From an optimization exercise on the open Yosys and OpenROAD flow, aimed at small area, a short achievable clock period and few clock cycles; shortcuts taken in it are not production practice. RTL that was checked went through simulation tests only; none was proved equivalent to the original. For runs 1 to 4, only the layout was checked, not whether the RTL still works. No activity file was given, so power comes from the tool's default toggle rates.

$ cat flow/flow/run.sh
#!/bin/bash
# Layout flow: the standard ORFS flow with two changes.
# - Synthesis leaves adders to abc (no ADDER_MAP_FILE): the design's only arithmetic is a
#   bound check written as a carry tree and two counters, which abc maps faster than the
#   full-adder cells. Registers are mapped exactly as in the standard synthesis.
# - The port buffers that placement inserts are plain sky130_fd_sc_hd__buf_1 cells (ORFS
#   otherwise picks a delay buffer).
# Every ORFS step keeps its own log under orfs/logs/; make's output goes to standard.log.
set -euo pipefail
cd "$(dirname "$0")/.."
export ADDER_MAP_FILE=
export BUFFER_PORTS_ARGS="-buffer_cell sky130_fd_sc_hd__buf_1"
bash standard.sh > standard.log 2>&1
$ cat flow/standard.sh
#!/bin/bash
# synth_recipe.tcl (not shown) runs the flow's synth.tcl, then flattens the netlist and writes it again
# the make line also repeats each setting of config.mk as NAME=value (left out here)
make -C /OpenROAD-flow-scripts/flow DESIGN_CONFIG=/design/flow/config.mk WORK_HOME=/design/flow/orfs CLKGATE_MAP_FILE= SYNTH_SCRIPT=/design/flow/synth_recipe.tcl "${@:-finish}"
$ cat flow/config.mk
export PLATFORM = sky130hd
export DESIGN_NAME = tcp_timestamp_option_finder
export DESIGN_NICKNAME = tcp_timestamp_option_finder
export VERILOG_FILES = /design/flow/design.v
export SDC_FILE = /design/flow/constraint.sdc
export NUM_CORES = 4
export LEC_CHECK = 0
export CAP_MARGIN = 20
export CORE_MARGIN = 2
export CORE_UTILIZATION = 40
export CTS_BUF_LIST = sky130_fd_sc_hd__clkbuf_8
export PLACE_DENSITY = 0.6
export SLEW_MARGIN = 20
$ cat flow/constraint.sdc
create_clock -name core_clock -period 6.0 [get_ports {clk}]
set_input_delay 1.2000 -clock core_clock [delete_from_list [all_inputs] [get_ports {clk}]]
set_output_delay 1.2000 -clock core_clock [all_outputs]
set_load 0.01 [all_outputs]
$ cat flow/design.v
`timescale 1ns / 1ps
package tsf_pkg;
  localparam logic [15:0] HEADER_BYTES  = 16'd20;
  localparam logic [7:0]  TS_KIND       = 8'd8;
  localparam int          MIN_REMAIN    = 10;
  localparam logic [3:0]  TS_LAST_INDEX = 4'd9;
  localparam logic [3:0]  TS_VALUE_END  = 4'd5;
  localparam logic [15:0] POS_MAX       = 16'hFFFF;
  localparam logic [16:0] KIND_GAP = 17'(1 + MIN_REMAIN);
  localparam logic [16:0] LEN_GAP  = 17'(MIN_REMAIN - 1);
  localparam int QUEUE_DEPTH = 4;
  localparam int QUEUE_AW    = $clog2(QUEUE_DEPTH);
  typedef enum logic [1:0] {
    PH_WAIT,
    PH_LEN,
    PH_CAPTURE
  } phase_t;
  typedef enum logic [1:0] {
    OUT_NONE,
    OUT_MISS,
    OUT_HIT
  } outcome_t;
  typedef struct packed {
    logic [7:0]  data;
    logic        first;
    logic        last;
    logic [15:0] total_length;
    logic [15:0] pos;
    logic [16:0] pos_len;
    logic        kind_fail;
  } beat_t;
  typedef struct packed {
    logic        found;
    logic [7:0]  option_kind;
    logic [7:0]  option_length;
    logic [31:0] ts_value;
    logic [31:0] ts_echo;
  } result_t;
endpackage
`timescale 1ns / 1ps
module tcp_timestamp_option_finder
(
  input  logic        clk,
  input  logic        rst,
  input  logic        in_valid,
  output logic        in_ready,
  input  logic [7:0]  data_byte,
  input  logic        first_byte,
  input  logic        last_byte,
  input  logic [15:0] total_length,
  output logic        out_valid,
  input  logic        out_ready,
  output logic        found,
  output logic [7:0]  option_kind,
  output logic [7:0]  option_length,
  output logic [31:0] ts_value,
  output logic [31:0] ts_echo
);
  function automatic logic sum_gt(input logic [15:0] a, input logic [7:0] x,
                                  input logic [15:0] l);
    logic [15:0] xs;
    logic [15:0] s;
    logic [15:0] k;
    logic [15:0] b;
    logic [15:0] g;
    logic [15:0] pr;
    xs = {8'd0, x};
    s  = a ^ xs ^ ~l;
    k  = (a & xs) | (a & ~l) | (xs & ~l);
    b  = {k[14:0], 1'b0};
    g  = s & b;
    pr = s | b;
    for (int w = 1; w < 16; w = w * 2) begin
      for (int i = 0; i < 16; i++) begin
        if (i % (2 * w) == 2 * w - 1) begin
          g[i]  = g[i] | (pr[i] & g[i - w]);
          pr[i] = pr[i] & pr[i - w];
        end
      end
    end
    sum_gt = k[15] | g[15];
  endfunction
  logic        fv;
  logic [7:0]  fd;
  logic        ff;
  logic        fl;
  logic        ffail;      
  logic [15:0] pos9;       
  logic        pos_ovf;    
  logic [7:0]  cnt;
  logic        czero;      
  logic        st_len;     
  logic        st_cap;     
  logic        st_done;    
  logic [71:0] res;        
  logic        take;
  logic        in_le1;
  logic        in_fail;
  logic [16:0] p_inc;
  logic        go;
  logic        harmless;
  logic        e_len, e_cap, e_done, e_wait, e_czero;
  logic        d_le1, d_is8, d_is0;
  logic [7:0]  c;
  logic [7:0]  fx;
  logic        at_start;
  logic        hit, miss, settle;
  logic        len_n, cap_n, done_n, czero_n;
  logic [7:0]  cnt_n;
  logic        res_shift, res_hold;
  logic        fv_n, out_valid_n, settled_n, harmless_n;
  assign take   = in_valid && in_ready;
  assign in_le1 = data_byte[7:1] == 7'd0;
  assign in_fail = first_byte ? (in_le1 ? sum_gt(16'd9, 8'd2, total_length)
                                        : sum_gt(16'd9, data_byte, total_length))
                              : (pos_ovf || (in_le1 ? sum_gt(pos9, 8'd2, total_length)
                                                    : sum_gt(pos9, data_byte, total_length)));
  assign p_inc  = {1'b0, pos9} + 17'd1;
  assign harmless = (st_done && !ff) || (ff && !fl);
  assign go       = fv && (!out_valid || harmless);
  assign e_len   = !ff && st_len;
  assign e_cap   = !ff && st_cap;
  assign e_done  = !ff && st_done;
  assign e_wait  = ff || !(st_len || st_cap || st_done);
  assign e_czero = !ff && czero;
  assign c       = ff ? 8'd20 : cnt;
  assign d_le1   = fd[7:1] == 7'd0;
  assign d_is8   = fd == 8'd8;
  assign d_is0   = fd == 8'd0;
  assign fx      = {fd[7:2], fd[1] | d_le1, fd[0] && !d_le1};
  assign at_start = e_wait && e_czero;
  always_comb begin
    hit     = e_cap && e_czero;
    miss    = (at_start && d_le1 && ffail) || (e_len && (d_is0 || ffail));
    len_n   = at_start && !d_le1 && !d_is8;
    cap_n   = (at_start && d_is8) || (e_cap && !e_czero);
    if (e_len)                  cnt_n = fx - 8'd2;
    else if (at_start && d_is8) cnt_n = 8'd8;
    else if (at_start)          cnt_n = 8'd0;
    else                        cnt_n = c - 8'd1;
    if (e_len)                  czero_n = fd[7:2] == 6'd0 && !(fd[1] && fd[0]);   
    else if (at_start)          czero_n = !d_is8;
    else                        czero_n = !ff && cnt == 8'd1;
    if (!e_done && !hit && fl) miss = 1'b1;
  end
  assign settle = (hit || miss) && !e_done;
  assign done_n = e_done || settle;
  assign res_shift = fv && !out_valid && e_cap && (!fl || czero);
  assign res_hold  = !(fv && !out_valid);
  assign fv_n        = take || (fv && !go);
  assign out_valid_n = (go && settle) || (out_valid && !out_ready);
  assign settled_n   = go ? done_n : st_done;
  assign harmless_n  = take ? ((settled_n && !first_byte) || (first_byte && !last_byte))
                            : ((settled_n && !ff) || (ff && !fl));
  always_ff @(posedge clk) begin
    if (rst) begin
      fv        <= 1'b0;
      in_ready  <= 1'b1;
      pos9      <= 16'd9;
      pos_ovf   <= 1'b0;
      cnt       <= 8'd20;
      czero     <= 1'b0;
      st_len    <= 1'b0;
      st_cap    <= 1'b0;
      st_done   <= 1'b0;
      out_valid <= 1'b0;
    end else begin
      fv        <= fv_n;
      in_ready  <= !fv_n || !out_valid_n || harmless_n;
      out_valid <= out_valid_n;
      if (take) begin
        pos9    <= first_byte ? 16'd10 : p_inc[15:0];
        pos_ovf <= !first_byte && (pos_ovf || p_inc[16]);
      end
      if (go) begin
        cnt     <= cnt_n;
        czero   <= czero_n;
        st_len  <= len_n && !done_n;
        st_cap  <= cap_n && !done_n;
        st_done <= done_n;
      end
    end
  end
  always_ff @(posedge clk) begin
    if (take) begin
      fd    <= data_byte;
      ff    <= first_byte;
      fl    <= last_byte;
      ffail <= in_fail;
    end
    res <= ({72{res_shift}} & {res[63:0], fd}) | ({72{res_hold}} & res);
    if (go && settle) found <= hit;
  end
  assign option_kind   = {4'd0, found, 3'd0};
  assign option_length = res[71:64];
  assign ts_value      = res[63:32];
  assign ts_echo       = res[31:0];
endmodule
==> results.toml, run 1 <==
[status]
outcome = "complete, no violations"

[logic_synthesis]
ys_ff_latch = 116
synthCells = 564
syn_avg_cell_area_sq_um = 9.47
synth_ff_type = "dfxtp_1"
yosysTopAreaCell = "dfxtp_1"
synth_cell_type_count = 63
postSynth.asyncResetShare = 0
ys_seq_area_frac = 0.457
netlist.area_leader.share = 0.390
synthTopCellsByArea = "dfxtp_1 (39%), a22o_1 (12%), edfxtp_1 (6.7%)"
yosysWarnings = 1
synth_edf_count = 12
syn-cell-area_sq_mm = 0.00534

[critical_path]
crit_slowest_cell = "a2111oi_1"
crit_required_ps = 6240
end_kind = "flip-flop"
arrival_ps = 3100
critPathMaxStageDelay_ps = 500
path_cells = "buf_1 -> xnor2_1 -> and3_1 -> o21ai_0 -> a2111oi_1 -> o221ai_1 -> a22o_1 -> a311oi_1"
start_kind = "primary input"
path_class = "primary input to flip-flop"
critical_path_peak_fanout = 5

[timing]
grt_setup_unrepaired = "false"
hold_violations = 0
fin_crit_sh = 0.477
finClkSkew_ps = 14.5
worst_slack_ps = 3140
slew_violations = 0
worst_pin_slew_ps = 937
finalSetupTns_ps = 0
slew_headroom = 0.375
setup_viol = 0
fin_crit_ps = 2860
max_freq_mhz = 350

[drt]
ant_nets = 0
drt-initial-drc-count = 246
drc = 0
wire_per_inst_um = 15.5
dr.pass1.iters = 4
via_per_inst = 5.39
via_count = 4560
totalWireLength_mm = 13.2

[flow_run]
drv_cap = 0

[clock_tree]
clk_pin_slew_worst_paths_ps = 70
htreeDepth = 4
cts_setup_buffers = 0
clockRootBuffer = "clkbuf_8"
cts_tree = "yes"
cts_inserted_buffers = 17
clk_path_buf_depth = 2
cts_hold_buffers = 0
clkSinkCount = 116
cts_resized = 0
clock_latency_ps = 440

[floorplanning]
die_width_um = 120
initial_core_util = 0.407
num_rows = 42
dieArea_sq_mm = 0.0143
core_area_sq_mm = 0.0131
io_pins = 113
die_h_um = 120

[final_layout]
fillers = 1285
fin_util = 0.473
postLayoutCellArea_sq_mm = 0.00621
syn2layout_area_growth_pct = 16.2
regArea_sq_mm = 0.00244
multiInputGateArea_sq_mm = 0.00269
diodes = 0
fin_nets = 687
drive_gt1_frac = 0.0701

[global_routing]
grt_max_degree = 74
grt_pass1_vias = 4289
overflow = 0
antenna_found_initial = 0
grt_first_pass_wirelength_mm = 21.4
grt_usage = 0.187

[power]
powerDensity_mw_per_mm2 = 261
peakVddDrop_mv = 0.140
p_leak_nw = 2.26

[worst_hold_path]
hp-class = "flip-flop to flip-flop"

[placed_design]
pre_cts_ws_ps = 2760
placed_cell_area_sq_mm = 0.00583
dpl.hpwl_mm = 9.43
routabilityCongestion = 0.903
port-buffer-count = 105
-- cell families (layout without fill, tap and decap cells) --
| group | count (synthesis) | after routing | share of synthesized area |
|---|---|---|---|
| compound gates | 176 | 176 | 0.251 |
| simple gates | 175 | 175 | 0.171 |
| flops | 116 | 116 | 0.457 |
| buf+inv | 57 | 157 | 0.0461 |
| xor+xnor | 32 | 32 | 0.0604 |
| fa+ha+maj | 7 | 7 | 0.0131 |
| other cells | 1 | 7 | 0.000702 |
-- Yosys cell counts (3+ instances only) --
library cell,count
o22ai_1,8
inv_1,18
nand2b_1,18
xor2_1,14
and2_1,3
nor2b_1,21
a21oi_1,20
xnor2_1,15
a32oi_1,3
clkbuf_1,28
nand3b_1,4
a211oi_1,7
nor2_1,48
o211ai_1,4
a31oi_1,3
a22oi_1,8
nand4_1,4
and3_1,4
nand2_1,33
o21ai_0,20
a22o_1,73
dfxtp_1,104
a21o_1,5
nand3_1,8
nor3_1,11
buf_4,8
nor4_1,7
edfxtp_1,12
maj3_1,7
or3_1,4
-- layer usage --
layer,wire length [um],GRT usage,part of all wire
met2,6450,0.314,0.49
met5,0,0,0
met3,584,0.0480,0.044
met1,5970,0.234,0.45
met4,146,0.0596,0.011
-- power by group --
part	total [W]	switching, W	internal (W)
logic	0.000124	0.0000796	0.0000448
clock network	0.000686	0.000350	0.000336
registers	0.000808	0.0000142	0.000793
total	0.00162	0.000443	0.00117
-- cell type report --
cell class	count	share of cell area
inverter	18	0.0109
clock inverter	15	0.0232
timing repair buffer	107	0.0659
tap	176	0.0355
clock buffer	17	0.0377
multi-input combinational	397	0.433
sequential	116	0.393
-- sequential cells by signal (all words and copies together), names as in the netlist, 8 cells and up --
| name | flops |
|---|---|
| cnt | 8 |
| fd | 8 |
| pos9 | 16 |
| res | 72 |
-- per-stage QoR --
stage / hold slack, ps / instances / power, W
final: 481 / 846 / 0.00162
after global routing: 512 / 846 / 0.00169
after CTS: 485 / 846 / 0.00163
after detailed placement: 466 / 814 / 0.000949
after global placement: 459 / 814 / 0.000947
after floorplan: 461 / 570 / 0.000913
-- placed cells by master (no fill, tap or decap), types with 5 or more instances in the layout --
cell,count
a211oi_1,7
maj3_1,7
a22o_1,73
inv_6,7
nor4_1,7
nor3_1,10
o22ai_1,8
nor2_1,48
a21oi_1,20
conb_1,7
nand2_1,33
nand3_1,8
o21ai_0,20
xnor2_1,15
a21o_1,5
a22oi_1,8
nor2b_1,21
nand2b_1,17
buf_1,105
xor2_1,14
clkbuf_8,17
dfxtp_1,104
edfxtp_1,12
inv_1,18
-- critical path: cells and delay by family --
family          cells  cell delay, ps
simple gates        1             210
xor+xnor            1             280
buf+inv             1             140
compound gates      5            1280
-- final timing paths --
kind | from | end | slack [ps] | cells past startpoint
max | total_length[4] | ffail$_DFFE_PP_ | 3140 | 8
min | res[70]$_DFF_P_ | res[70]$_DFF_P_ | 480 | 1
max reg2reg | pos9[4]$_SDFFE_PP0P_ | ffail$_DFFE_PP_ | 3570 | 7
min reg2reg | res[70]$_DFF_P_ | res[70]$_DFF_P_ | 480 | 1
==> inputs of run 2 (changes only) <==
--- a/flow/design.v
+++ b/flow/design.v
@@ -85,6 +85,10 @@
   logic        ff;
   logic        fl;
   logic        ffail;      
+  logic        fle1;       
+  logic        fle2;       
+  logic        fis8;       
+  logic        fis0;       
   logic [15:0] pos9;       
   logic        pos_ovf;    
   logic [7:0]  cnt;
@@ -124,9 +128,9 @@
   assign e_wait  = ff || !(st_len || st_cap || st_done);
   assign e_czero = !ff && czero;
   assign c       = ff ? 8'd20 : cnt;
-  assign d_le1   = fd[7:1] == 7'd0;
-  assign d_is8   = fd == 8'd8;
-  assign d_is0   = fd == 8'd0;
+  assign d_le1   = fle1;
+  assign d_is8   = fis8;
+  assign d_is0   = fis0;
   assign fx      = {fd[7:2], fd[1] | d_le1, fd[0] && !d_le1};
   assign at_start = e_wait && e_czero;
   always_comb begin
@@ -138,7 +142,7 @@
     else if (at_start && d_is8) cnt_n = 8'd8;
     else if (at_start)          cnt_n = 8'd0;
     else                        cnt_n = c - 8'd1;
-    if (e_len)                  czero_n = fd[7:2] == 6'd0 && !(fd[1] && fd[0]);   
+    if (e_len)                  czero_n = fle2;
     else if (at_start)          czero_n = !d_is8;
     else                        czero_n = !ff && cnt == 8'd1;
     if (!e_done && !hit && fl) miss = 1'b1;
@@ -187,6 +191,10 @@
       ff    <= first_byte;
       fl    <= last_byte;
       ffail <= in_fail;
+      fle1  <= in_le1;
+      fle2  <= data_byte[7:2] == 6'd0 && !(data_byte[1] && data_byte[0]);
+      fis8  <= data_byte == 8'd8;
+      fis0  <= data_byte == 8'd0;
     end
     res <= ({72{res_shift}} & {res[63:0], fd}) | ({72{res_hold}} & res);
     if (go && settle) found <= hit;
--- a/flow/config.mk
+++ b/flow/config.mk
@@ -10,4 +10,5 @@
 export CORE_UTILIZATION = 40
 export CTS_BUF_LIST = sky130_fd_sc_hd__clkbuf_8
 export PLACE_DENSITY = 0.6
+export SETUP_SLACK_MARGIN = 3.6
 export SLEW_MARGIN = 20
==> run 2 against run 1 <==
Largest power group unchanged. Die area up 1.9%. Total power up 3.4%. Utilization up 2.4 points. Sequential cell count up 4. Clock skew down 5.4 ps. Final area up 6.4%. Sequential power up 3.8%. Critical endpoint unchanged. Final cell count up 2.0%. Clock-buffer cell count unchanged.
==> results.toml, run 2 <==
[status]
outcome = "complete, no violations"

[global_routing]
grt_usage = 0.188
overflow = 0
grt_pass1_vias = 4275
grt_first_pass_wirelength_mm = 21.7
antenna_found_initial = 0
grt_max_degree = 74

[critical_path]
cp-startpoint = "data_byte[2]"
reg2reg_depth = 7
critPathMaxStageDelay_ps = 460
timing.rr.start = "ff$_DFFE_PP_"
path_class = "primary input to flip-flop"
arrival_ps = 2740
crit_required_ps = 6270
endpoint = "ffail$_DFFE_PP_"
r2r_end = "st_len$_SDFFE_PP0P_"
start_kind = "primary input"
crit_slowest_cell = "or3_4"
critical_path_peak_fanout = 7
path_cells = "clkbuf_4 -> nor3_4 -> nand3_2 -> or3_4 -> a2111oi_4 -> a21oi_1 -> a311o_1 -> o221ai_1"
r2r_slack_ps = 3690
end_kind = "flip-flop"

[final_layout]
largest_reg_flops = 72
syn2layout_area_growth_pct = 21.2
fin_util = 0.497
most-common-layout-cells = "dfxtp_1 (104), buf_1 (90), a22o_1 (73)"
fin_nets = 704
drive_gt1_frac = 0.153
layout_commonest_cell = "dfxtp_1"
top_register = "res"
diodes = 0
stdcell_count = 863
reg_top3 = "res x72, pos9 x16"

[power]
peakVddDrop_mv = 0.129
powerDensity_mw_per_mm2 = 253
p_leak_nw = 2.43
total_power_w = 0.00167

[timing]
finClkSkew_ps = 9.11
max_freq_mhz = 406
worst_pin_slew_ps = 827
worst_slack_ps = 3530
slew_violations = 0
setup_viol = 0
grt_setup_unrepaired = "true"
fin_crit_ps = 2470
slew_headroom = 0.448
fin_crit_sh = 0.411
hold_violations = 0
finalSetupTns_ps = 0

[clock_tree]
cts_inserted_buffers = 17
htreeDepth = 4
clock_latency_ps = 430
clk_path_buf_depth = 2
clk_pin_slew_worst_paths_ps = 70
clkSinkCount = 120
clockRootBuffer = "clkbuf_8"
cts_hold_buffers = 0
cts_tree = "yes"

[floorplanning]
die_h_um = 121
core_area_sq_mm = 0.0133
dieArea_sq_mm = 0.0146
initial_core_util = 0.410
num_rows = 42
die_width_um = 121
io_pins = 113

[logic_synthesis]
synth_cell_type_count = 62
synth_most_common_cell = "dfxtp_1"
synth_ff_type = "dfxtp_1"
yosysWarnings = 1
synthCells = 573
postSynth.asyncResetShare = 0
synth_edf_count = 16
netlist.area_leader.share = 0.382
syn_avg_cell_area_sq_um = 9.51
yosysTopAreaCell = "dfxtp_1"
ys_ff_latch = 120
synthTopCellsByArea = "dfxtp_1 (38%), a22o_1 (12%), edfxtp_1 (8.8%)"
ys_seq_area_frac = 0.470
ys_top_cells_by_count = "dfxtp_1 (104), a22o_1 (73), nor2_1 (44)"
syn-cell-area_sq_mm = 0.00545

[drt]
drt-initial-drc-count = 320
drc = 0
via_per_inst = 5.43
totalWireLength_mm = 13.8
ant_nets = 0
dr.pass1.iters = 5
via_count = 4687
wire_per_inst_um = 15.9

[placed_design]
pre_cts_ws_ps = 2930
port-buffer-count = 105
place_inst = 821
routabilityCongestion = 0.890
dpl.hpwl_mm = 9.74

[worst_hold_path]
min-delay-start = "res[67]$_DFF_P_"
hp-class = "flip-flop to flip-flop"

[flow_run]
drv_cap = 0
==> run 2: cell types whose count changed in the layout (fill, tap and decap cells not counted), moves of 5 or more <==
cell      delta
xnor2_2      +5
nand2b_1     -6
buf_4       +10
clkbuf_2     +7
buf_1       -15
a22oi_1      -6
nor2_1       -5
nor2b_1      -9
a21oi_1      +9
==> run 2: where the power goes <==
group	switching, W	internal [W]	total, W	leakage, nW
registers	0.0000145	0.000825	0.000839	1.00
clock network	0.000356	0.000336	0.000692	0.187
logic	0.0000864	0.0000554	0.000142	1.25
total	0.000457	0.00122	0.00167	2.43
==> run 2: cells by family (layout without fill, tap and decap cells) <==
family,Yosys count,after routing,synth area share
XOR/XNOR,35,35,0.0562
AND/OR/NAND/NOR,159,159,0.154
multiplexers,1,1,0.00184
AO/OA/AOI/OAI,186,186,0.253
buffers and inverters,67,175,0.0562
other,1,7,0.000688
flip-flops,120,120,0.470
adder cells (fa/ha/maj),4,4,0.00735
==> run 2: critical path, delay by kind of cell <==
kind                   cells  cell delay [ps]
AND/OR/NAND/NOR            3              780
AO/OA/AOI/OAI              4              600
buffers and inverters      1              150
==> run 2: stage by stage <==
step	hold WS, ps	cell area, sq um
floorplan	448	5520
global placement	460	5940
detailed placement	467	5940
CTS	484	6360
global route	494	6600
finish	479	6600
==> run 2: cell type report <==
cell class / count / area [sq um]
clock buffers: 17 / 234
clock inverters: 15 / 144
fillers: 1251 / 6690
inverters: 26 / 101
multi-input cells: 392 / 2810
flip-flops and latches: 120 / 2560
well taps: 176 / 220
repair buffers: 117 / 532
==> run 2: repair_timing <==
item,in CTS,in global routing
endpoints found under the setup margin,2,19
gates resized for setup,15,47
endpoints found under the hold margin,0,0
buffers inserted,0,10
pin swaps,2,15
==> run 2: worst min path at each step <==
stage                     slack (ps)                  end  cells past startpoint
final                            480      res[67]$_DFF_P_                      1
after global routing             490      res[65]$_DFF_P_                      1
after CTS                        480  cnt[5]$_SDFFE_PP0P_                      2
after detailed placement         470      res[67]$_DFF_P_                      1
after global placement           460      res[69]$_DFF_P_                      1
after floorplan                  450  cnt[6]$_SDFFE_PP0P_                      2
==> run 2: per-layer routing <==
layer	up-vias	share of wire	GRT usage
met4	0	0.012	0.0756
met3	17	0.046	0.0472
met1	2247	0.45	0.243
met2	126	0.49	0.302
li1	2297	-	-
met5	-	0	0
==> inputs of run 3 (changes only) <==
--- a/flow/design.v
+++ b/flow/design.v
@@ -56,39 +56,62 @@
   output logic [31:0] ts_value,
   output logic [31:0] ts_echo
 );
-  function automatic logic sum_gt(input logic [15:0] a, input logic [7:0] x,
-                                  input logic [15:0] l);
+  function automatic logic len_gt(input logic [15:0] a, input logic [7:0] d,
+                                  input logic [15:0] l, input logic le1);
     logic [15:0] xs;
     logic [15:0] s;
     logic [15:0] k;
     logic [15:0] b;
     logic [15:0] g;
     logic [15:0] pr;
-    xs = {8'd0, x};
+    logic [6:0]  g1, p1;
+    logic [3:0]  g2, p2;
+    logic [1:0]  g3, p3;
+    logic        ghi, phi;
+    logic [2:0]  xa, xb;
+    logic [2:0]  sa, sb, ka, kb, ba, bb;
+    logic        loa, lob;
+    xs = {8'd0, d};
     s  = a ^ xs ^ ~l;
     k  = (a & xs) | (a & ~l) | (xs & ~l);
     b  = {k[14:0], 1'b0};
     g  = s & b;
     pr = s | b;
-    for (int w = 1; w < 16; w = w * 2) begin
-      for (int i = 0; i < 16; i++) begin
-        if (i % (2 * w) == 2 * w - 1) begin
-          g[i]  = g[i] | (pr[i] & g[i - w]);
-          pr[i] = pr[i] & pr[i - w];
-        end
-      end
-    end
-    sum_gt = k[15] | g[15];
+    for (int m = 0; m < 6; m++) begin
+      g1[m] = g[2*m + 4] | (pr[2*m + 4] & g[2*m + 3]);
+      p1[m] = pr[2*m + 4] & pr[2*m + 3];
+    end
+    g1[6] = g[15];
+    p1[6] = pr[15];
+    for (int m = 0; m < 3; m++) begin
+      g2[m] = g1[2*m + 1] | (p1[2*m + 1] & g1[2*m]);
+      p2[m] = p1[2*m + 1] & p1[2*m];
+    end
+    g2[3] = g1[6];
+    p2[3] = p1[6];
+    for (int m = 0; m < 2; m++) begin
+      g3[m] = g2[2*m + 1] | (p2[2*m + 1] & g2[2*m]);
+      p3[m] = p2[2*m + 1] & p2[2*m];
+    end
+    ghi = g3[1] | (p3[1] & g3[0]);
+    phi = p3[1] & p3[0];
+    xa  = d[2:0];
+    xb  = {d[2], 2'b10};
+    sa  = a[2:0] ^ xa ^ ~l[2:0];
+    sb  = a[2:0] ^ xb ^ ~l[2:0];
+    ka  = (a[2:0] & xa) | (a[2:0] & ~l[2:0]) | (xa & ~l[2:0]);
+    kb  = (a[2:0] & xb) | (a[2:0] & ~l[2:0]) | (xb & ~l[2:0]);
+    ba  = {ka[1:0], 1'b0};
+    bb  = {kb[1:0], 1'b0};
+    loa = (sa[2] & ba[2]) | ((sa[2] | ba[2]) & ((sa[1] & ba[1]) | ((sa[1] | ba[1]) & sa[0] & ba[0])));
+    lob = (sb[2] & bb[2]) | ((sb[2] | bb[2]) & ((sb[1] & bb[1]) | ((sb[1] | bb[1]) & sb[0] & bb[0])));
+    len_gt = k[15] | ghi | (phi & (le1 ? lob : loa));
   endfunction
   logic        fv;
   logic [7:0]  fd;
   logic        ff;
   logic        fl;
   logic        ffail;      
-  logic        fle1;       
-  logic        fle2;       
-  logic        fis8;       
-  logic        fis0;       
   logic [15:0] pos9;       
   logic        pos_ovf;    
   logic [7:0]  cnt;
@@ -115,10 +138,7 @@
   logic        fv_n, out_valid_n, settled_n, harmless_n;
   assign take   = in_valid && in_ready;
   assign in_le1 = data_byte[7:1] == 7'd0;
-  assign in_fail = first_byte ? (in_le1 ? sum_gt(16'd9, 8'd2, total_length)
-                                        : sum_gt(16'd9, data_byte, total_length))
-                              : (pos_ovf || (in_le1 ? sum_gt(pos9, 8'd2, total_length)
-                                                    : sum_gt(pos9, data_byte, total_length)));
+  assign in_fail = pos_ovf || len_gt(pos9, data_byte, total_length, in_le1);
   assign p_inc  = {1'b0, pos9} + 17'd1;
   assign harmless = (st_done && !ff) || (ff && !fl);
   assign go       = fv && (!out_valid || harmless);
@@ -128,9 +148,9 @@
   assign e_wait  = ff || !(st_len || st_cap || st_done);
   assign e_czero = !ff && czero;
   assign c       = ff ? 8'd20 : cnt;
-  assign d_le1   = fle1;
-  assign d_is8   = fis8;
-  assign d_is0   = fis0;
+  assign d_le1   = fd[7:1] == 7'd0;
+  assign d_is8   = fd == 8'd8;
+  assign d_is0   = fd == 8'd0;
   assign fx      = {fd[7:2], fd[1] | d_le1, fd[0] && !d_le1};
   assign at_start = e_wait && e_czero;
   always_comb begin
@@ -142,7 +162,7 @@
     else if (at_start && d_is8) cnt_n = 8'd8;
     else if (at_start)          cnt_n = 8'd0;
     else                        cnt_n = c - 8'd1;
-    if (e_len)                  czero_n = fle2;
+    if (e_len)                  czero_n = fd[7:2] == 6'd0 && !(fd[1] && fd[0]);   
     else if (at_start)          czero_n = !d_is8;
     else                        czero_n = !ff && cnt == 8'd1;
     if (!e_done && !hit && fl) miss = 1'b1;
@@ -191,10 +211,6 @@
       ff    <= first_byte;
       fl    <= last_byte;
       ffail <= in_fail;
-      fle1  <= in_le1;
-      fle2  <= data_byte[7:2] == 6'd0 && !(data_byte[1] && data_byte[0]);
-      fis8  <= data_byte == 8'd8;
-      fis0  <= data_byte == 8'd0;
     end
     res <= ({72{res_shift}} & {res[63:0], fd}) | ({72{res_hold}} & res);
     if (go && settle) found <= hit;
==> run 3 against run 2 <==
Clock power is 6.1% higher. Hold slack improved by 1.3 ps. Setup slack got worse by 1.8 ps. Sequential power decreased by 3.6%. Routed wire length decreased by 13%. Synthesized area fell by 7.0%. Die area is 6.8% lower. Highest routed layer unchanged.
==> results.toml, run 3 <==
[status]
outcome = "complete, no violations"

[logic_synthesis]
ys_top_cells_by_count = "dfxtp_1 (104), a22o_1 (73), nor2_1 (30)"
netlist.area_leader.share = 0.411
ys_seq_area_frac = 0.482
syn_avg_cell_area_sq_um = 10.1
syn-cell-area_sq_mm = 0.00507
synthTopCellsByArea = "dfxtp_1 (41%), a22o_1 (13%), edfxtp_1 (7.1%)"
synth_cell_type_count = 69
yosysTopAreaCell = "dfxtp_1"
postSynth.asyncResetShare = 0
synth_ff_type = "dfxtp_1"
synth_edf_count = 12
yosysWarnings = 1
synthCells = 501
synth_most_common_cell = "dfxtp_1"
ys_ff_latch = 116

[timing]
grt_setup_unrepaired = "false"
worst_pin_slew_ps = 849
hold_violations = 0
setup_viol = 0
slew_violations = 0
slew_headroom = 0.434
finClkSkew_ps = 11.4
finalSetupTns_ps = 0
max_freq_mhz = 405
fin_crit_sh = 0.411
fin_crit_ps = 2470
worst_hold_slack_ps = 480

[clock_tree]
cts_inserted_buffers = 17
clock_latency_ps = 430
clk_path_buf_depth = 2
cts_setup_buffers = 0
cts_tree = "yes"
htreeDepth = 4
clkSinkCount = 116
clockRootBuffer = "clkbuf_8"
clk_pin_slew_worst_paths_ps = 70

[global_routing]
overflow = 0
antenna_found_initial = 0
grt_first_pass_wirelength_mm = 18.5
grt_usage = 0.174
grt_max_degree = 74
grt_pass1_vias = 3796

[critical_path]
critical_path_peak_fanout = 4
crit_required_ps = 6140
end_kind = "flip-flop"
start_kind = "primary input"
arrival_ps = 2610
path_class = "primary input to flip-flop"
r2r_slack_ps = 3850
r2r_end = "in_ready$_SDFF_PP1_"
reg2reg_depth = 6
timing.rr.start = "fd[4]$_DFFE_PP_"

[final_layout]
fin_nets = 629
diodes = 0
largest_reg_flops = 72
syn2layout_area_growth_pct = 19.5
most-common-layout-cells = "dfxtp_1 (104), buf_1 (100), a22o_1 (73)"
reg_top3 = "res x72, pos9 x16"
postLayoutCellArea_sq_mm = 0.00605
top_register = "res"
drive_gt1_frac = 0.106
fin_util = 0.484
layout_commonest_cell = "dfxtp_1"

[power]
p_seq_frac = 0.489
swShare = 0.255
internal-power_w = 0.00123
power_frac_comb = 0.067
powerDensity_mw_per_mm2 = 273
clockPowerShare = 0.444
p_leak_nw = 2.18
peakVddDrop_mv = 0.168
switching_power_w = 0.000422

[drt]
totalWireLength_mm = 11.9
ant_nets = 0
via_per_inst = 5.38
drt-initial-drc-count = 398
via_count = 4214
dr.pass1.iters = 5
drc = 0
wire_per_inst_um = 15.2

[flow_run]
drv_cap = 0

[floorplanning]
core_area_sq_mm = 0.0125
die_h_um = 117
die_width_um = 117
io_pins = 113
initial_core_util = 0.405
dieArea_sq_mm = 0.0136
num_rows = 41

[worst_hold_path]
min-delay-start = "res[67]$_DFF_P_"
hold_end = "res[67]$_DFF_P_"
hp-class = "flip-flop to flip-flop"
min_path_cells = 1

[placed_design]
port-buffer-count = 105
routabilityCongestion = 0.848
dpl.hpwl_mm = 8.32
placed_cell_area_sq_mm = 0.00555
run 3: cells by family after synthesis:
logic type,synth area share
muxes,0.00617
xor gates and xnor gates,0.0541
DFF,0.482
AOI/OAI and AO/OA,0.247
and+or+nand+nor,0.152
adders and majority gates,0.00593
other,0.000740
buffers and inverters,0.0528
run 3: area by class of cell:
type / instances / area (sq um)
well taps: 172 / 215
repair buffers: 108 / 425
clock buffers: 19 / 262
inverters: 16 / 60.1
multi-input cells: 340 / 2500
flip-flops and latches: 116 / 2440
fillers: 1212 / 6460
clock inverters: 13 / 146
run 3: per-stage QoR:
stage                     setup WS, ps  power, W  instances
final                             3530   0.00165        784
after global routing              3490   0.00172        784
after CTS                         3610   0.00167        784
after detailed placement          3140  0.000928        752
after global placement            3220  0.000925        752
after floorplan                   3540  0.000901        507
run 3: worst max-delay path by stage:
stage | start | endpoint | slack (ps) | cells after the start
after global routing | total_length[4] | ffail$_DFFE_PP_ | 3490 | 7
after floorplan | in_valid | pos9[14]$_SDFFE_PP0P_ | 3540 | 7
after detailed placement | data_byte[6] | ffail$_DFFE_PP_ | 3140 | 7
after CTS | data_byte[4] | ffail$_DFFE_PP_ | 3610 | 7
after global placement | data_byte[6] | ffail$_DFFE_PP_ | 3220 | 7
final | total_length[4] | ffail$_DFFE_PP_ | 3530 | 7
run 3: layer usage:
metal / GRT usage / up-vias / share of wire
met5: 0 / - / 0
met4: 0.0565 / 0 / 0.016
met3: 0.0550 / 15 / 0.063
met2: 0.293 / 134 / 0.47
met1: 0.214 / 2002 / 0.45
li1: - / 2063 / -
run 3: what timing repair did:
item / CTS / global route
pin swaps: 0 / 7
hold buffers: 0 / 0
gates resized for setup: 1 / 18
setup endpoints to repair: 1 / 1
run 3: power groups by stage:
stage / registers, W / clock network, W / logic, W
after floorplan: 0.000819 / 0 / 0.0000816
after global placement: 0.000826 / 0 / 0.0000999
after detailed placement: 0.000826 / 0 / 0.000102
after CTS: 0.000808 / 0.000753 / 0.000104
after global routing: 0.000810 / 0.000788 / 0.000123
final: 0.000809 / 0.000734 / 0.000111
run 3: worst max-delay path, stage by stage:
cell	delay (ps)
buf_1	140
inv_1	110
maj3_1	410
a21oi_1	190
nor3_1	60
o311ai_1	310
o2111ai_1	190
==> inputs of run 4 (changes only) <==
--- a/flow/design.v
+++ b/flow/design.v
@@ -38,6 +38,80 @@
   } result_t;
 endpackage
 `timescale 1ns / 1ps
+module tsf_len_rows
+(
+  input  logic [15:0] a,
+  input  logic [7:0]  d,
+  input  logic [15:0] l,
+  output logic        k15,
+  output logic        ghi,
+  output logic        phi,
+  output logic        loa,
+  output logic        lob
+);
+  always_comb begin
+    logic [15:0] xs;
+    logic [15:0] s;
+    logic [15:0] k;
+    logic [15:0] b;
+    logic [15:0] g;
+    logic [15:0] pr;
+    logic [6:0]  g1, p1;
+    logic [3:0]  g2, p2;
+    logic [1:0]  g3, p3;
+    logic [2:0]  xa, xb;
+    logic [2:0]  sa, sb, ka, kb, ba, bb;
+    xs = {8'd0, d};
+    s  = a ^ xs ^ ~l;
+    k  = (a & xs) | (a & ~l) | (xs & ~l);
+    b  = {k[14:0], 1'b0};
+    g  = s & b;
+    pr = s | b;
+    for (int m = 0; m < 6; m++) begin
+      g1[m] = g[2*m + 4] | (pr[2*m + 4] & g[2*m + 3]);
+      p1[m] = pr[2*m + 4] & pr[2*m + 3];
+    end
+    g1[6] = g[15];
+    p1[6] = pr[15];
+    for (int m = 0; m < 3; m++) begin
+      g2[m] = g1[2*m + 1] | (p1[2*m + 1] & g1[2*m]);
+      p2[m] = p1[2*m + 1] & p1[2*m];
+    end
+    g2[3] = g1[6];
+    p2[3] = p1[6];
+    for (int m = 0; m < 2; m++) begin
+      g3[m] = g2[2*m + 1] | (p2[2*m + 1] & g2[2*m]);
+      p3[m] = p2[2*m + 1] & p2[2*m];
+    end
+    k15 = k[15];
+    ghi = g3[1] | (p3[1] & g3[0]);
+    phi = p3[1] & p3[0];
+    xa  = d[2:0];
+    xb  = {d[2], 2'b10};
+    sa  = a[2:0] ^ xa ^ ~l[2:0];
+    sb  = a[2:0] ^ xb ^ ~l[2:0];
+    ka  = (a[2:0] & xa) | (a[2:0] & ~l[2:0]) | (xa & ~l[2:0]);
+    kb  = (a[2:0] & xb) | (a[2:0] & ~l[2:0]) | (xb & ~l[2:0]);
+    ba  = {ka[1:0], 1'b0};
+    bb  = {kb[1:0], 1'b0};
+    loa = (sa[2] & ba[2]) | ((sa[2] | ba[2]) & ((sa[1] & ba[1]) | ((sa[1] | ba[1]) & sa[0] & ba[0])));
+    lob = (sb[2] & bb[2]) | ((sb[2] | bb[2]) & ((sb[1] & bb[1]) | ((sb[1] | bb[1]) & sb[0] & bb[0])));
+  end
+endmodule
+module tsf_pos_next
+(
+  input  logic        take,
+  input  logic        first,
+  input  logic [15:0] pos9,
+  input  logic        pos_ovf,
+  input  logic [16:0] inc,
+  output logic [15:0] pos9_n,
+  output logic        pos_ovf_n
+);
+  assign pos9_n    = !take ? pos9    : first ? 16'd10 : inc[15:0];
+  assign pos_ovf_n = !take ? pos_ovf : !first && (pos_ovf || inc[16]);
+endmodule
+`timescale 1ns / 1ps
 module tcp_timestamp_option_finder
 (
   input  logic        clk,
@@ -56,57 +130,6 @@
   output logic [31:0] ts_value,
   output logic [31:0] ts_echo
 );
-  function automatic logic len_gt(input logic [15:0] a, input logic [7:0] d,
-                                  input logic [15:0] l, input logic le1);
-    logic [15:0] xs;
-    logic [15:0] s;
-    logic [15:0] k;
-    logic [15:0] b;
-    logic [15:0] g;
-    logic [15:0] pr;
-    logic [6:0]  g1, p1;
-    logic [3:0]  g2, p2;
-    logic [1:0]  g3, p3;
-    logic        ghi, phi;
-    logic [2:0]  xa, xb;
-    logic [2:0]  sa, sb, ka, kb, ba, bb;
-    logic        loa, lob;
-    xs = {8'd0, d};
-    s  = a ^ xs ^ ~l;
-    k  = (a & xs) | (a & ~l) | (xs & ~l);
-    b  = {k[14:0], 1'b0};
-    g  = s & b;
-    pr = s | b;
-    for (int m = 0; m < 6; m++) begin
-      g1[m] = g[2*m + 4] | (pr[2*m + 4] & g[2*m + 3]);
-      p1[m] = pr[2*m + 4] & pr[2*m + 3];
-    end
-    g1[6] = g[15];
-    p1[6] = pr[15];
-    for (int m = 0; m < 3; m++) begin
-      g2[m] = g1[2*m + 1] | (p1[2*m + 1] & g1[2*m]);
-      p2[m] = p1[2*m + 1] & p1[2*m];
-    end
-    g2[3] = g1[6];
-    p2[3] = p1[6];
-    for (int m = 0; m < 2; m++) begin
-      g3[m] = g2[2*m + 1] | (p2[2*m + 1] & g2[2*m]);
-      p3[m] = p2[2*m + 1] & p2[2*m];
-    end
-    ghi = g3[1] | (p3[1] & g3[0]);
-    phi = p3[1] & p3[0];
-    xa  = d[2:0];
-    xb  = {d[2], 2'b10};
-    sa  = a[2:0] ^ xa ^ ~l[2:0];
-    sb  = a[2:0] ^ xb ^ ~l[2:0];
-    ka  = (a[2:0] & xa) | (a[2:0] & ~l[2:0]) | (xa & ~l[2:0]);
-    kb  = (a[2:0] & xb) | (a[2:0] & ~l[2:0]) | (xb & ~l[2:0]);
-    ba  = {ka[1:0], 1'b0};
-    bb  = {kb[1:0], 1'b0};
-    loa = (sa[2] & ba[2]) | ((sa[2] | ba[2]) & ((sa[1] & ba[1]) | ((sa[1] | ba[1]) & sa[0] & ba[0])));
-    lob = (sb[2] & bb[2]) | ((sb[2] | bb[2]) & ((sb[1] & bb[1]) | ((sb[1] | bb[1]) & sb[0] & bb[0])));
-    len_gt = k[15] | ghi | (phi & (le1 ? lob : loa));
-  endfunction
   logic        fv;
   logic [7:0]  fd;
   logic        ff;
@@ -124,6 +147,9 @@
   logic        in_le1;
   logic        in_fail;
   logic [16:0] p_inc;
+  logic        len_k15, len_ghi, len_phi, len_loa, len_lob;
+  logic [15:0] pos9_n;
+  logic        pos_ovf_n;
   logic        go;
   logic        harmless;
   logic        e_len, e_cap, e_done, e_wait, e_czero;
@@ -138,7 +164,26 @@
   logic        fv_n, out_valid_n, settled_n, harmless_n;
   assign take   = in_valid && in_ready;
   assign in_le1 = data_byte[7:1] == 7'd0;
-  assign in_fail = pos_ovf || len_gt(pos9, data_byte, total_length, in_le1);
+  tsf_len_rows u_len_rows (
+    .a   (pos9),
+    .d   (data_byte),
+    .l   (total_length),
+    .k15 (len_k15),
+    .ghi (len_ghi),
+    .phi (len_phi),
+    .loa (len_loa),
+    .lob (len_lob)
+  );
+  assign in_fail = pos_ovf || len_k15 || len_ghi || (len_phi && (in_le1 ? len_lob : len_loa));
+  tsf_pos_next u_pos_next (
+    .take      (take),
+    .first     (first_byte),
+    .pos9      (pos9),
+    .pos_ovf   (pos_ovf),
+    .inc       (p_inc),
+    .pos9_n    (pos9_n),
+    .pos_ovf_n (pos_ovf_n)
+  );
   assign p_inc  = {1'b0, pos9} + 17'd1;
   assign harmless = (st_done && !ff) || (ff && !fl);
   assign go       = fv && (!out_valid || harmless);
@@ -192,10 +237,8 @@
       fv        <= fv_n;
       in_ready  <= !fv_n || !out_valid_n || harmless_n;
       out_valid <= out_valid_n;
-      if (take) begin
-        pos9    <= first_byte ? 16'd10 : p_inc[15:0];
-        pos_ovf <= !first_byte && (pos_ovf || p_inc[16]);
-      end
+      pos9      <= pos9_n;
+      pos_ovf   <= pos_ovf_n;
       if (go) begin
         cnt     <= cnt_n;
         czero   <= czero_n;
--- a/flow/config.mk
+++ b/flow/config.mk
@@ -12,3 +12,4 @@
 export PLACE_DENSITY = 0.6
 export SETUP_SLACK_MARGIN = 3.6
 export SLEW_MARGIN = 20
+export SYNTH_HIERARCHICAL = 1
==> run 4 against run 3 <==
Still clean. Routed wire length is 5.4% higher. First-iteration DRC count decreased by 32%. Global-route usage about the same. Total power decreased by 2.7%. Final area rose by 3.8%. Sequential share of layout area decreased by 1.5 points. Utilization shrank 0.54 points. Sequential power hardly changed. Critical path type unchanged. Critical endpoint unchanged. Largest cell class unchanged.
==> results.toml, run 4 <==
[timing]
slew_headroom = 0.502
hold_violations = 0
max_freq_mhz = 387
finalSetupTns_ps = 0
grt_setup_unrepaired = "true"
fin_crit_sh = 0.431
setup_viol = 0
worst_pin_slew_ps = 746
fin_crit_ps = 2580
slew_violations = 0
finClkSkew_ps = 11.9
worst_slack_ps = 3420

[final_layout]
reg_top3 = "res x72, pos9 x16"
most-common-layout-cells = "dfxtp_1 (104), buf_1 (102), a22o_1 (84)"
fin_nets = 668
fillers = 1276
largest_reg_flops = 72
diodes = 0
drive_gt1_frac = 0.108
multiInputGateArea_sq_mm = 0.00270
layout_commonest_cell = "dfxtp_1"
top_register = "res"
syn2layout_area_growth_pct = 17.9
regArea_sq_mm = 0.00244

[critical_path]
crit_required_ps = 6160
critical_path_peak_fanout = 2
reg2reg_depth = 4
critPathMaxStageDelay_ps = 450
r2r_end = "st_len$_SDFFE_PP0P_"
timing.rr.start = "ff$_DFFE_PP_"
cp-startpoint = "total_length[4]"
path_class = "primary input to flip-flop"
endpoint = "ffail$_DFFE_PP_"
start_kind = "primary input"
end_kind = "flip-flop"
r2r_slack_ps = 3830
arrival_ps = 2750
path_cells = "buf_1 -> xnor3_1 -> a211oi_1 -> a221oi_2 -> nand2_1 -> nor3_1 -> a2111o_1"
crit_slowest_cell = "xnor3_1"

[clock_tree]
clk_pin_slew_worst_paths_ps = 80
clock_latency_ps = 430
clkSinkCount = 116
clk_path_buf_depth = 2
clockRootBuffer = "clkbuf_8"
cts_setup_buffers = 0
cts_inserted_buffers = 17
htreeDepth = 4
cts_tree = "yes"

[global_routing]
grt_max_degree = 74
grt_pass1_vias = 3996
grt_usage = 0.174
grt_first_pass_wirelength_mm = 20.2
antenna_found_initial = 0
overflow = 0

[logic_synthesis]
synth_most_common_cell = "dfxtp_1"
yosysWarnings = 8
synth-xor-area-share = 0.0585
synthAdderAreaFrac = 0.0117
synth_edf_count = 12
syn_avg_cell_area_sq_um = 9.92
netlist.area_leader.share = 0.391
synth_cell_type_count = 72
yosysTopAreaCell = "dfxtp_1"
synth_top_family_by_area = "compound AO/OA/AOI/OAI gates"
ys_ff_latch = 116
synthCells = 537
ys_seq_area_frac = 0.458
synth_mux_area_frac = 0.00399
ys_top_cells_by_count = "dfxtp_1 (104), a22o_1 (84), a21oi_1 (24)"
synth_ff_type = "dfxtp_1"
synthTopCellsByArea = "dfxtp_1 (39%), a22o_1 (14%), edfxtp_1 (6.8%)"
synthSimpleGateAreaFrac = 0.152
synth_compound_area_frac = 0.263
postSynth.asyncResetShare = 0
syn-cell-area_sq_mm = 0.00533

[power]
internal-power_w = 0.00117
p_leak_nw = 2.29
peakVddDrop_mv = 0.150
switching_power_w = 0.000437
swShare = 0.271
power_frac_comb = 0.071
p_seq_frac = 0.503
clockPowerShare = 0.425
powerDensity_mw_per_mm2 = 256

[floorplanning]
num_rows = 42
initial_core_util = 0.406
die_width_um = 119
die_h_um = 119
dieArea_sq_mm = 0.0143
io_pins = 113
core_area_sq_mm = 0.0131

[placed_design]
pre_cts_ws_ps = 2790
port-buffer-count = 105
routabilityCongestion = 0.869
dpl.hpwl_mm = 8.69

[drt]
drt-initial-drc-count = 272
via_per_inst = 5.39
ant_nets = 0
dr.pass1.iters = 5
wire_per_inst_um = 15.2
totalWireLength_mm = 12.6
drc = 0
via_count = 4456

[flow_run]
drv_cap = 0

[status]
outcome = "complete, no violations"

[worst_hold_path]
hp-class = "flip-flop to flip-flop"
-- run 4: cell count changes after synthesis, sizes merged, moves of 7 or more --
cell   previous run  this run
a21oi            17        25
a22o             73        85
inv              16        23
nor2             30        20
nor2b            16        24
xnor2             9        19
-- run 4: layout make-up --
type | count | share of cell area
multi-input cells | 370 | 0.430
clock buffers | 17 | 0.0372
flip-flops and latches | 116 | 0.389
well taps | 176 | 0.0351
repair inverters | 1 | 0.000797
inverters | 23 | 0.0143
clock inverters | 15 | 0.0227
repair buffers | 109 | 0.0707
-- run 4: Yosys stat by module, one instance, submodules excluded --
module / times used / area [sq um] / flops+latches / cells
tsf_len_rows: 1 / 683 / 0 / 95
tsf_pos_next: 1 / 214 / 0 / 28
tcp_timestamp_option_finder: 1 / 4430 / 116 / 414
-- run 4: logic make-up after synthesis --
| logic type | Yosys count |
|---|---|
| mux | 2 |
| fa+ha+maj | 6 |
| flops | 116 |
| xor+xnor | 34 |
| simple gates | 142 |
| compound gates | 179 |
| buf+inv | 57 |
| other cells | 1 |
-- run 4: how the worst min path moves through the flow --
stage,startpoint,endpoint,slack (ps),cells after the start
finish,res[70]$_DFF_P_,res[70]$_DFF_P_,480,1
floorplan,cnt[6]$_SDFFE_PP0P_,cnt[6]$_SDFFE_PP0P_,440,2
global placement,cnt[6]$_SDFFE_PP0P_,cnt[6]$_SDFFE_PP0P_,460,2
global route,res[71]$_DFF_P_,res[71]$_DFF_P_,510,1
detailed placement,res[67]$_DFF_P_,res[67]$_DFF_P_,460,1
CTS,cnt[6]$_SDFFE_PP0P_,cnt[6]$_SDFFE_PP0P_,480,2
-- run 4: critical path: cells and delay by family --
family,cells,cell delay (ps)
AND/OR/NAND/NOR,2,130
buffers and inverters,1,120
XOR/XNOR,1,450
AO/OA/AOI/OAI,3,850
-- run 4: metrics by stage --
stage / cells / hold slack (ps) / area [sq um] / total power, W / utilization
floorplan: 543 / 441 / 5350 / 0.000905 / -
global placement: 794 / 456 / 5810 / 0.000931 / 0.442
detailed placement: 794 / 465 / 5810 / 0.000934 / 0.442
CTS: 826 / 483 / 6230 / 0.00162 / 0.474
global route: 827 / 513 / 6280 / 0.00168 / 0.478
finish: 827 / 482 / 6280 / 0.00161 / 0.478
-- run 4: per-layer routing --
layer | track usage | vias to the layer above | wire (um)
met5 | 0 | - | 0
met4 | 0.0500 | 0 | 130
met3 | 0.0431 | 15 | 587
met2 | 0.292 | 128 | 6230
met1 | 0.221 | 2117 | 5640
li1 | - | 2196 | -
-- run 4: power by group through the flow --
stage | sequential [W] | clock (W) | combinational [W]
final | 0.000810 | 0.000685 | 0.000115
after CTS | 0.000810 | 0.000701 | 0.000110
after global routing | 0.000812 | 0.000738 | 0.000126
after global placement | 0.000827 | 0 | 0.000103
after floorplan | 0.000820 | 0 | 0.0000852
after detailed placement | 0.000828 | 0 | 0.000107
-- run 4: timing repair --
| item | CTS | global route |
|---|---|---|
| hold buffers | 0 | 0 |
| cloned | 0 | 1 |
| pin swaps | 3 | 3 |
| gates resized for setup | 13 | 7 |
| endpoints found under the setup margin | 13 | 12 |
==> inputs of run 5 (changes only) <==
--- a/flow/design.v
+++ b/flow/design.v
@@ -134,7 +134,8 @@
   logic [7:0]  fd;
   logic        ff;
   logic        fl;
-  logic        ffail;      
+  logic        ffaild;     
+  logic        ffail2;     
   logic [15:0] pos9;       
   logic        pos_ovf;    
   logic [7:0]  cnt;
@@ -144,8 +145,7 @@
   logic        st_done;    
   logic [71:0] res;        
   logic        take;
-  logic        in_le1;
-  logic        in_fail;
+  logic        in_faild, in_fail2;
   logic [16:0] p_inc;
   logic        len_k15, len_ghi, len_phi, len_loa, len_lob;
   logic [15:0] pos9_n;
@@ -163,7 +163,6 @@
   logic        res_shift, res_hold;
   logic        fv_n, out_valid_n, settled_n, harmless_n;
   assign take   = in_valid && in_ready;
-  assign in_le1 = data_byte[7:1] == 7'd0;
   tsf_len_rows u_len_rows (
     .a   (pos9),
     .d   (data_byte),
@@ -174,7 +173,8 @@
     .loa (len_loa),
     .lob (len_lob)
   );
-  assign in_fail = pos_ovf || len_k15 || len_ghi || (len_phi && (in_le1 ? len_lob : len_loa));
+  assign in_faild = pos_ovf || len_k15 || len_ghi || (len_phi && len_loa);
+  assign in_fail2 = pos_ovf || len_k15 || len_ghi || (len_phi && len_lob);
   tsf_pos_next u_pos_next (
     .take      (take),
     .first     (first_byte),
@@ -200,7 +200,8 @@
   assign at_start = e_wait && e_czero;
   always_comb begin
     hit     = e_cap && e_czero;
-    miss    = (at_start && d_le1 && ffail) || (e_len && (d_is0 || ffail));
+    miss    = (at_start && d_le1 && ffail2) ||
+              (e_len && (d_is0 || (d_le1 ? ffail2 : ffaild)));
     len_n   = at_start && !d_le1 && !d_is8;
     cap_n   = (at_start && d_is8) || (e_cap && !e_czero);
     if (e_len)                  cnt_n = fx - 8'd2;
@@ -253,7 +254,8 @@
       fd    <= data_byte;
       ff    <= first_byte;
       fl    <= last_byte;
-      ffail <= in_fail;
+      ffaild <= in_faild;
+      ffail2 <= in_fail2;
     end
     res <= ({72{res_shift}} & {res[63:0], fd}) | ({72{res_hold}} & res);
     if (go && settle) found <= hit;
==> run 5 against run 4 <==
Still clean. Combinational power hardly changed. Hold slack got worse by 0.70 ps. Non-clock buffer count increased by 3. Total power up 4.9%. Critical endpoint is now ffaild$_DFFE_PP_.
==> results.toml, run 5 <==
[drt]
dr.pass1.iters = 4
drt-initial-drc-count = 241
via_count = 4380
ant_nets = 0
totalWireLength_mm = 12.6
drc = 0
wire_per_inst_um = 15.3
via_per_inst = 5.32

[floorplanning]
die_h_um = 120
dieArea_sq_mm = 0.0144
die_width_um = 120
io_pins = 113
initial_core_util = 0.407
core_area_sq_mm = 0.0132
num_rows = 42

[global_routing]
overflow = 0
grt_usage = 0.181
antenna_found_initial = 0
grt_max_degree = 74
grt_first_pass_wirelength_mm = 20.7
grt_pass1_vias = 4101

[final_layout]
diodes = 0
syn2layout_area_growth_pct = 18.2
layout_commonest_cell = "dfxtp_1"
postLayoutCellArea_sq_mm = 0.00635
most-common-layout-cells = "dfxtp_1 (104), buf_1 (101), a22o_1 (84)"
largest_reg_flops = 72
top_register = "res"
fin_nets = 664
reg_top3 = "res x72, pos9 x16"
stdcell_count = 823
drive_gt1_frac = 0.121
fin_util = 0.481

[timing]
slew_violations = 0
fin_crit_sh = 0.393
finClkSkew_ps = 5.28
setup_viol = 0
fin_crit_ps = 2360
grt_setup_unrepaired = "false"
slew_headroom = 0.508
hold_violations = 0
worst_pin_slew_ps = 738
finalSetupTns_ps = 0
max_freq_mhz = 425
worst_slack_ps = 3640

[logic_synthesis]
syn_avg_cell_area_sq_um = 10.1
synth_ff_type = "dfxtp_1"
syn-cell-area_sq_mm = 0.00537
ys_ff_latch = 117
synthTopCellsByArea = "dfxtp_1 (39%), a22o_1 (14%), edfxtp_1 (7.3%)"
yosysWarnings = 8
yosysTopAreaCell = "dfxtp_1"
ys_top_cells_by_count = "dfxtp_1 (104), a22o_1 (84), nand2_1 (30)"
synth_most_common_cell = "dfxtp_1"
synthCells = 533
synth_cell_type_count = 74
ys_seq_area_frac = 0.460
netlist.area_leader.share = 0.388
postSynth.asyncResetShare = 0
synth_edf_count = 13

[power]
p_leak_nw = 2.29
powerDensity_mw_per_mm2 = 266
peakVddDrop_mv = 0.179

[critical_path]
end_kind = "flip-flop"
arrival_ps = 2530
start_kind = "primary input"
timing.rr.start = "fd[4]$_DFFE_PP_"
critical_path_peak_fanout = 2
cp-startpoint = "total_length[4]"
r2r_slack_ps = 3800
reg2reg_depth = 5
endpoint = "ffaild$_DFFE_PP_"
crit_required_ps = 6180
path_class = "primary input to flip-flop"
r2r_end = "found$_DFFE_PP_"

[clock_tree]
clock_latency_ps = 430
clockRootBuffer = "clkbuf_8"
clk_pin_slew_worst_paths_ps = 70
cts_tree = "yes"
clkSinkCount = 117
htreeDepth = 4
cts_inserted_buffers = 17
clk_path_buf_depth = 2

[flow_run]
drv_cap = 0

[placed_design]
dpl.hpwl_mm = 8.89
pre_cts_ws_ps = 3060
place_inst = 787
port-buffer-count = 105
routabilityCongestion = 0.804
placed_cell_area_sq_mm = 0.00584

[worst_hold_path]
hp-class = "flip-flop to flip-flop"
min-delay-start = "res[66]$_DFF_P_"

[status]
outcome = "complete, no violations"
-- run 5: cell count changes in the layout (fill, tap and decap cells not counted), moves of 3 or more --
cell / change
nor3_2: +3
a21oi_1: -8
o21ai_0: -5
nand2_1: +8
inv_6: -4
o211ai_1: -3
nand3_1: -7
nand4b_1: +4
-- run 5: how the worst min path moves through the flow --
stage	endpoint	depth (start not counted)
floorplan	cnt[5]$_SDFFE_PP0P_	2
global placement	res[68]$_DFF_P_	1
detailed placement	res[66]$_DFF_P_	1
CTS	res[66]$_DFF_P_	1
global route	res[69]$_DFF_P_	1
finish	res[66]$_DFF_P_	1
-- run 5: what timing repair did --
action / CTS / global route
pin swaps: 1 / 7
endpoints found under the setup margin: 16 / 53
gates cloned: 0 / 1
hold buffers: 0 / 0
setup buffers: 1 / 2
gates resized for setup: 4 / 9
-- run 5: logic make-up after synthesis --
family                   synth area share
flip-flops                          0.460
XOR/XNOR                           0.0613
AO/OA/AOI/OAI                       0.260
multiplexers                      0.00186
other                            0.000698
adder cells (fa/ha/maj)            0.0116
buffers and inverters              0.0550
AND/OR/NAND/NOR                     0.149
-- run 5: stage by stage --
stage | hold WS [ps] | power (W)
6_report | 481 | 0.00169
5_1_grt | 500 | 0.00177
4_1_cts | 485 | 0.00170
3_5_place_dp | 462 | 0.000943
3_3_place_gp | 463 | 0.000940
2_1_floorplan | 471 | 0.000916
-- run 5: layout make-up --
class	count	area, sq um
Timing Repair Buffer	112	455
Clock inverter	14	178
Inverter	23	90.1
Multi-Input combinational cell	362	2680
Timing Repair inverter	1	5.00
Tap cell	176	220
Fill cell	1278	6840
Clock buffer	18	248
Sequential cell	117	2470
-- run 5: per-layer routing --
metal  routed length [um]  part of all wire  global-route usage  vias up
met5                    0                 0                   0        -
met4                  146             0.012              0.0625        0
met3                  675             0.054              0.0566       11
met2                 5870              0.47               0.280      105
met1                 5880              0.47               0.238     2091
li1                     -                 -                   -     2173
-- run 5: per-module statistics from Yosys (local to each module, per instance) --
module,cells,flops+latches
tsf_pos_next,28,0
tsf_len_rows,95,0
tcp_timestamp_option_finder,410,117
-- run 5: critical path, cell delays in order --
cell      delay, ps
clkbuf_2         90
xnor3_1         440
buf_4           160
a22oi_2         110
nand3b_1        160
a41oi_2         140
nor3_2          150
nand2_1          80
-- run 5: where the power goes --
| part | internal (W) | leakage (nW) | switching, W |
|---|---|---|---|
| registers | 0.000801 | 0.967 | 0.0000170 |
| clock network | 0.000426 | 0.208 | 0.000333 |
| logic | 0.0000430 | 1.11 | 0.0000695 |
Testbench counts of run 5, summed over its fixed seeds: cycles 24,217.
==> inputs of run 6 (changes only) <==
--- a/flow/config.mk
+++ b/flow/config.mk
@@ -12,4 +12,3 @@
 export PLACE_DENSITY = 0.6
 export SETUP_SLACK_MARGIN = 3.6
 export SLEW_MARGIN = 20
-export SYNTH_HIERARCHICAL = 1
==> run 6 against run 5 <==
First-iteration DRC count is 14% higher. Die area is 8.1% lower. Sequential power barely moved. Critical path type unchanged.
==> results.toml, run 6 <==
[status]
outcome = "complete, no violations"

[power]
total_power_w = 0.00163
p_seq_frac = 0.500
powerDensity_mw_per_mm2 = 275
p_leak_nw = 2.18
peakVddDrop_mv = 0.146
swShare = 0.255
clockPowerShare = 0.433
power_frac_comb = 0.067
switching_power_w = 0.000417
internal-power_w = 0.00122

[final_layout]
fin_nets = 631
regArea_sq_mm = 0.00247
multiInputGateArea_sq_mm = 0.00235
fillers = 1165
layout_commonest_cell = "dfxtp_1"
top_register = "res"
reg_top3 = "res x72, pos9 x16"
most-common-layout-cells = "dfxtp_1 (104), buf_1 (97), a22o_1 (73)"
largest_reg_flops = 72
drive_gt1_frac = 0.113
diodes = 0
syn2layout_area_growth_pct = 20.5

[drt]
totalWireLength_mm = 11.7
wire_per_inst_um = 15.4
drc = 0
met2_length_mm = 5.63
dr.pass1.iters = 4
via_count = 4084
met3_length_um = 615
top_layer = "met4"
drt-initial-drc-count = 275
via_per_inst = 5.37
ant_nets = 0
met1_length_mm = 5.27

[logic_synthesis]
synth_most_common_cell = "dfxtp_1"
synth_edf_count = 13
ys_top_cells_by_count = "dfxtp_1 (104), a22o_1 (73), nor2_1 (42)"
syn_avg_cell_area_sq_um = 9.80
syn-cell-area_sq_mm = 0.00492
synthTopCellsByArea = "dfxtp_1 (42%), a22o_1 (13%), edfxtp_1 (7.9%)"
synth_ff_type = "dfxtp_1"
ys_seq_area_frac = 0.502
netlist.area_leader.share = 0.423
postSynth.asyncResetShare = 0
yosysTopAreaCell = "dfxtp_1"
synthCells = 502
ys_ff_latch = 117
yosysWarnings = 2
synth_cell_type_count = 53

[timing]
slew_violations = 0
hold_violations = 0
fin_crit_sh = 0.399
max_freq_mhz = 418
setup_viol = 0
finClkSkew_ps = 9.61
slew_headroom = 0.469
grt_setup_unrepaired = "true"
worst_pin_slew_ps = 796
finalSetupTns_ps = 0
fin_crit_ps = 2390

[critical_path]
timing.rr.start = "fd[5]$_DFFE_PP_"
r2r_slack_ps = 3680
crit_required_ps = 6170
arrival_ps = 2560
critical_path_peak_fanout = 5
end_kind = "flip-flop"
r2r_end = "czero$_SDFFE_PP0P_"
path_class = "primary input to flip-flop"
start_kind = "primary input"
cp-startpoint = "data_byte[4]"
reg2reg_depth = 5

[global_routing]
antenna_found_initial = 0
grt_first_pass_wirelength_mm = 19.4
grt_pass1_vias = 4002
overflow = 0
grt_usage = 0.184
grt_max_degree = 74

[clock_tree]
clk_path_buf_depth = 2
htreeDepth = 4
cts_inserted_buffers = 17
cts_tree = "yes"
clk_pin_slew_worst_paths_ps = 70
clock_latency_ps = 420
clkSinkCount = 117
clockRootBuffer = "clkbuf_8"

[floorplanning]
io_pins = 113
dieArea_sq_mm = 0.0132
die_h_um = 115
num_rows = 40
die_width_um = 115
core_area_sq_mm = 0.0120
initial_core_util = 0.410

[placed_design]
routabilityCongestion = 0.837
port-buffer-count = 105
dpl.hpwl_mm = 8.23

[worst_hold_path]
min_path_cells = 1
hp-class = "flip-flop to flip-flop"
hold_end = "res[67]$_DFF_P_"
min-delay-start = "res[67]$_DFF_P_"

[flow_run]
drv_cap = 0
## run 6: cell count changes after synthesis, moves of 5 or more
| cell | change |
|---|---|
| nor2_1 | +22 |
| clkbuf_1 | +12 |
| nand2b_1 | -12 |
| a22o_1 | -11 |
| nor2b_1 | -10 |
| xor2_1 | -7 |
| buf_2 | -6 |
| o21ai_0 | +6 |
| a21oi_1 | +5 |
| xnor2_1 | +5 |
## run 6: cells by family (layout without fill, tap and decap cells)
kind of cell,Yosys count,in the layout,share of synthesized area
AO/OA/AOI/OAI,157,157,0.243
AND/OR/NAND/NOR,130,130,0.127
flip-flops,117,117,0.502
buffers and inverters,54,159,0.0478
XOR/XNOR,33,33,0.0587
adder cells (fa/ha/maj),8,8,0.0163
multiplexers,2,2,0.00407
other,1,7,0.000762
## run 6: power by group through the flow
stage / Clock (W) / Sequential [W] / Combinational [W]
after floorplan: 0 / 0.000828 / 0.0000756
after global routing: 0.000771 / 0.000817 / 0.000122
final: 0.000707 / 0.000815 / 0.000110
after CTS: 0.000728 / 0.000815 / 0.000102
after detailed placement: 0 / 0.000833 / 0.0000994
after global placement: 0 / 0.000833 / 0.0000971
## run 6: how the worst max path moves through the flow
stage	to	slack (ps)	depth (start not counted)
after floorplan	ffail2$_DFFE_PP_	3560	7
after global placement	ffail2$_DFFE_PP_	3140	8
after detailed placement	ffaild$_DFFE_PP_	2960	8
after CTS	ffaild$_DFFE_PP_	3600	8
after global routing	ffaild$_DFFE_PP_	3570	8
final	ffaild$_DFFE_PP_	3610	8
## run 6: critical path, stage by stage
cell      delay, ps
clkbuf_2        130
nor2b_2         180
a211oi_2        220
o32ai_1         110
o31ai_1         310
o211ai_1        180
a21oi_1         150
o21ai_1          80
## run 6: timing repair
action                                 CTS  global route
setup buffers                            0             1
gates cloned                             0             0
setup endpoints to repair                2             4
pin swaps                                1             9
endpoints found under the hold margin    0             0
resized for setup                        4            29
hold buffers                             0             0
## run 6: final cells by class
cell class              count  share of cell area
multi-input cells         337               0.396
clock inverters            14              0.0257
well taps                 147              0.0310
inverters                  20              0.0139
clock buffers              17              0.0395
flip-flops and latches    117               0.417
repair buffers            108              0.0766
## run 6: metal layers
metal / up-vias / track usage
li1: 2024 / -
met1: 1926 / 0.229
met2: 122 / 0.304
met3: 12 / 0.0538
met4: 0 / 0.0707
met5: - / 0
## run 6: per-stage QoR
step / worst slack [ps] / cell area (sq um) / utilization / hold WS [ps] / std cells
after global placement: 3140 / 5420 / 0.451 / 460 / 728
after floorplan: 3560 / 4970 / - / 440 / 508
after detailed placement: 2960 / 5420 / 0.451 / 463 / 728
final: 3610 / 5930 / 0.494 / 477 / 760
after global routing: 3570 / 5930 / 0.494 / 494 / 760
after CTS: 3600 / 5830 / 0.485 / 485 / 759

-- what the ideal ports hide --
No port has a modelled driver above. Below, the same layouts with a new extraction and two added sets of constraints.
Step 1, drivers: a clkbuf_16 drives clk and a buf_2 each remaining input, both assumed.
Step 2 adds t to the input delays and takes it off the output delays; t is the mean of the earliest and latest rising clock arrival at the registers after step 1. Input paths then give back, and output paths get back, about the clock's delay inside the block.
a / b / c = no drivers / after step 1 / after step 2; a / b = the first two.
run	t (ns)	setup WS [ns]	worst setup path after step 2	slew at the worst register clock pin (ns)
run 1	0.463	3.140 / 3.151 / 2.688	input to register	0.08 / 0.08
run 2	0.466	3.534 / 3.528 / 3.063	input to register	0.08 / 0.08
run 3	0.454	3.532 / 3.543 / 3.089	input to register	0.08 / 0.08
run 4	0.454	3.416 / 3.421 / 2.967	input to register	0.08 / 0.08
run 5	0.461	3.644 / 3.656 / 3.195	input to register	0.07 / 0.07
run 6	0.454	3.606 / 3.612 / 3.159	input to register	0.08 / 0.08
After both steps every run listed still meets setup and hold. For run 2, which loses most, drivers alone change the setup slack by -0.006 ns; drivers and shift together by -0.471 ns.
